Source: an optimization exercise on an open RTL-to-GDS flow (aim: a short achievable clock period and few clock cycles per item). Production flows keep margins and buffers that such runs may drop. The flow treats the clock pin as an ideal source, which a real chip does not have. No activity file was given, so power comes from the tool's default toggle rates.

// tx_core
module tx_core (
	input wire logic clock,
	input wire logic arst_n_i,
	input wire logic reg_wr_en_i,
	input tx_pkg::reg_addr_t reg_addr_i,
	input tx_pkg::word_t reg_wr_data_i,
	output tx_pkg::word_t reg_rd_data_o,
	output logic mem_rd_en_o,
	output tx_pkg::addr_t mem_addr_o,
	input tx_pkg::word_t mem_rd_data_i,
	input wire logic meta_rd_en_i,
	output tx_pkg::len_t meta_data_o,
	output logic meta_empty_o,
	input wire logic data_rd_en_i,
	output tx_pkg::word_t data_o,
	output logic data_empty_o,
	input wire logic csum_rd_en_i,
	output tx_pkg::csum_t csum_o,
	output logic csum_empty_o,
	output logic channel_irq_o
);
For scale: about 33000 sq um of cells after synthesis.
==> flow/config.mk <==
export PLATFORM = sky130hd
export DESIGN_NAME = tx_core
export DESIGN_NICKNAME = tx_core
export VERILOG_FILES = /design/flow/design.v
export SDC_FILE = /design/flow/constraint.sdc
export NUM_CORES = 4
export LEC_CHECK = 0
export CAP_MARGIN = 20
export CORE_MARGIN = 2
export CORE_UTILIZATION = 60
export SETUP_SLACK_MARGIN = 5
export SLEW_MARGIN = 20
export SYNTH_HIERARCHICAL = 1
export SYNTH_MINIMUM_KEEP_SIZE = 0
export TNS_END_PERCENT = 100
==> flow/constraint.sdc <==
create_clock -name core_clock -period 9.0 [get_ports {clock}]
set_input_delay 1.8000 -clock core_clock [delete_from_list [all_inputs] [get_ports {clock}]]
set_output_delay 1.8000 -clock core_clock [all_outputs]
set_load 0.01 [all_outputs]
standard.sh (not shown) runs the stock make flow with config.mk's settings and CLKGATE_MAP_FILE= SYNTH_SCRIPT=/design/flow/synth_recipe.tcl, a recipe that flattens the netlist after the stock synthesis.
==> flow/flow/run.sh <==
#!/bin/bash
# The standard layout, with two changes for the register read port:
# its pins are placed as one group, and after placement each address
# input is driven straight from its (upsized) input buffer. Timing
# repair then only sizes and swaps cells, without inserting buffers.
set -uo pipefail
here=$(pwd)
bash standard.sh \
	PRE_IO_PLACEMENT_TCL="$here/flow/pre_io.tcl" \
	POST_RESIZE_TCL="$here/flow/fixaddr.tcl" \
	SETUP_MOVE_SEQUENCE=unbuffer,sizeup,swap \
	> "$here/standard.log" 2>&1
status=$?
tail -5 "$here/standard.log"
exit $status
Other scripts of this flow, unchanged in this note and not shown: flow/flow/fixaddr.tcl, flow/flow/pre_io.tcl
The first run completed with no timing, DRC or antenna violations.
Next try:
--- a/flow/flow/run.sh
+++ b/flow/flow/run.sh
@@ -10,3 +10,3 @@
 	POST_RESIZE_TCL="$here/flow/fixaddr.tcl" \
-	SETUP_MOVE_SEQUENCE=unbuffer,sizeup,swap \
+	SETUP_MOVE_SEQUENCE=unbuffer,sizeup,swap,clone \
 	> "$here/standard.log" 2>&1
After rerunning: Core utilization rises by 1.2 points; sequential power stays flat; cell area rises by 1.8%; final cell count rises by 0.85%; via count rises by 1.9%.
No functional check of the RTL was part of any run of this note.

---

Setup of run A:
Another version of the RTL of tx_core (not shown whole).
Size: roughly 2,100 cells after synthesis.
clock: 9.0 ns
lec_check: 0
cap_margin: 20
core_margin: 2
core_utilization: 60
setup_slack_margin: 5
slew_margin: 20
synth_hierarchical: 1
synth_minimum_keep_size: 0
tns_end_percent: 100
==> flow/flow/run.sh <==
#!/bin/bash
# The standard layout, with two changes for the register read port:
# its pins are placed as one group, and after placement each address
# input is driven straight from its (upsized) input buffer, a net that
# later timing repair leaves alone.
set -uo pipefail
here=$(pwd)
bash standard.sh \
	PRE_IO_PLACEMENT_TCL="$here/flow/pre_io.tcl" \
	POST_RESIZE_TCL="$here/flow/fixaddr.tcl" \
	POST_CTS_TCL="$here/flow/sizeaddr.tcl" \
	> "$here/standard.log" 2>&1
status=$?
tail -5 "$here/standard.log"
exit $status
==> flow/flow/sizeaddr.tcl <==
# After clock tree synthesis: let timing repair resize the cells on the
# register-address nets (sizing and pin swaps only), then keep the nets
# don't-touch again so no buffers are added to them later
set addr_nets {}
foreach port [get_ports reg_addr_i*] {
  foreach pin [get_pins -of_objects [get_nets -of_objects $port]] {
    set inst [get_cells -of_objects $pin]
    foreach opin [get_pins -of_objects $inst -filter "direction == output"] {
      lappend addr_nets [get_nets -of_objects $opin]
    }
  }
}
estimate_parasitics -placement
unset_dont_touch $addr_nets
repair_timing -setup -setup_margin 5 -sequence "sizeup,swap" -verbose
set_dont_touch $addr_nets
detailed_placement
Other scripts of this flow, unchanged in this note and not shown: flow/flow/fixaddr.tcl, flow/flow/pre_io.tcl
Run A: it failed during 4_1_cts, and the tool reported STA-0100.
Input changes introduced in run B (baseline for comparison: run A):
-- flow/flow/run.sh --
<<< run A, line 11
	POST_CTS_TCL="$here/flow/sizeaddr.tcl" \
>>> run B, line 11
	SETUP_MOVE_SEQUENCE=unbuffer,sizeup,swap,clone \
removed: flow/flow/sizeaddr.tcl
## What came out
On number of I/O pins, run B and run A are basically level.
From run A to run B, starting utilization of the core area did not move at all.
Run B finished every step from synthesis to the final layout, and the layout passed the timing, design-rule and antenna checks.
From run A to run B, overall die width did not move at all.
Diff run A -> run B: post-synthesis cell count held; synthesized area held.
Relative to run B, the following input files were edited for run C:
-- flow/flow/run.sh --
<<< run B, line 11
	SETUP_MOVE_SEQUENCE=unbuffer,sizeup,swap,clone \
>>> run C, line 11
	POST_CTS_TCL="$here/flow/sizeaddr.tcl" \
==> flow/flow/sizeaddr.tcl (new file) <==
# After clock tree synthesis: let timing repair resize the cells on the
# register-address nets (sizing and pin swaps only), then keep the nets
# don't-touch again so no buffers are added to them later
set addr_nets {}
foreach port [get_ports reg_addr_i*] {
  foreach pin [get_pins -of_objects [get_nets [get_full_name $port]]] {
    set inst [get_cells -of_objects $pin]
    foreach opin [get_pins -of_objects $inst -filter "direction == output"] {
      lappend addr_nets [get_nets -of_objects $opin]
    }
  }
}
estimate_parasitics -placement
unset_dont_touch $addr_nets
repair_timing -setup -setup_margin 5 -sequence "sizeup,swap" -verbose
set_dont_touch $addr_nets
detailed_placement
## What came out
Sequential portion of the cell area down 0.26 points in run C wrt run B. Worst setup slack: run C better than run B. Re total net switching power: run B was lower than run C. Re part of the cycle the worst path needs: run C is 0.27 points down on run B. Min final net count across run B and run C: run B. Comparing run B and run C, the higher wire length per cell was measured on run B.
The inputs of run D differ from those of run C as listed below.
-- flow/flow/run.sh --
<<< run C, line 11
	POST_CTS_TCL="$here/flow/sizeaddr.tcl" \
>>> run D, line 11
removed: flow/flow/sizeaddr.tcl
Findings:
- Reported for run C and run D, peak fanout along the critical path turned out identical to the last digit.
- Run D vs. run C: sum of routed wire length over all layers went up by 500 um.
- Between run C and run D, the share of post-route cells with drive strength above 1 is higher for run D.
- Lower relative contribution of combinational cells to total power among run C and run D: run C
- | count of vias placed by the detailed router | run C vs run D | ≈ equal |
- Between run D and run C, the maximum clock frequency figures differ only marginally.
- Changes observed in run D relative to run C: non-clock buffer count +about 5.6%, met2 track demand over resource went down.
- Going from run C to run D, wire length on met1 went up 140 um; setup slack went up 7.3 ps; global-route wire length before repair went down about 0.4%.
Function was not checked in any run of this note: the RTL went through the layout flow alone.

[port drivers added, routing unchanged]
Ports are ideal in the flow. The routed layouts listed here were re-timed in OpenROAD. Step 1: set_driving_cell puts a clkbuf_16 on clock and a buf_2 on each other input, an assumption about the parent block. Step 2 times the ports against the registers' clock, not the clock port: input delays grow and output delays shrink by t, the midpoint of the rising clock arrivals with the driver on. Slacks: ideal ports / drivers / drivers and shift; pairs: ideal ports / drivers.
run | t, ns | setup slack, ns | worst slew at a driven data input, ns
the first run of note 1 | 0.673 | 4.571 / 4.508 / 3.991 | 0.13
the second run of note 1 | 0.671 | 4.590 / 4.237 / 4.039 | 0.53
run B | 0.668 | 4.574 / 4.509 / 4.070 | 0.14
run C | 0.665 | 4.598 / 4.530 / 4.183 | 0.13
run D | 0.666 | 4.606 / 4.541 / 4.218 | 0.12
After both steps setup and hold are still met in every run listed. The setup slack of the first run of note 1, which loses most, moves by -0.063 ns with the drivers and by -0.580 ns with both steps.
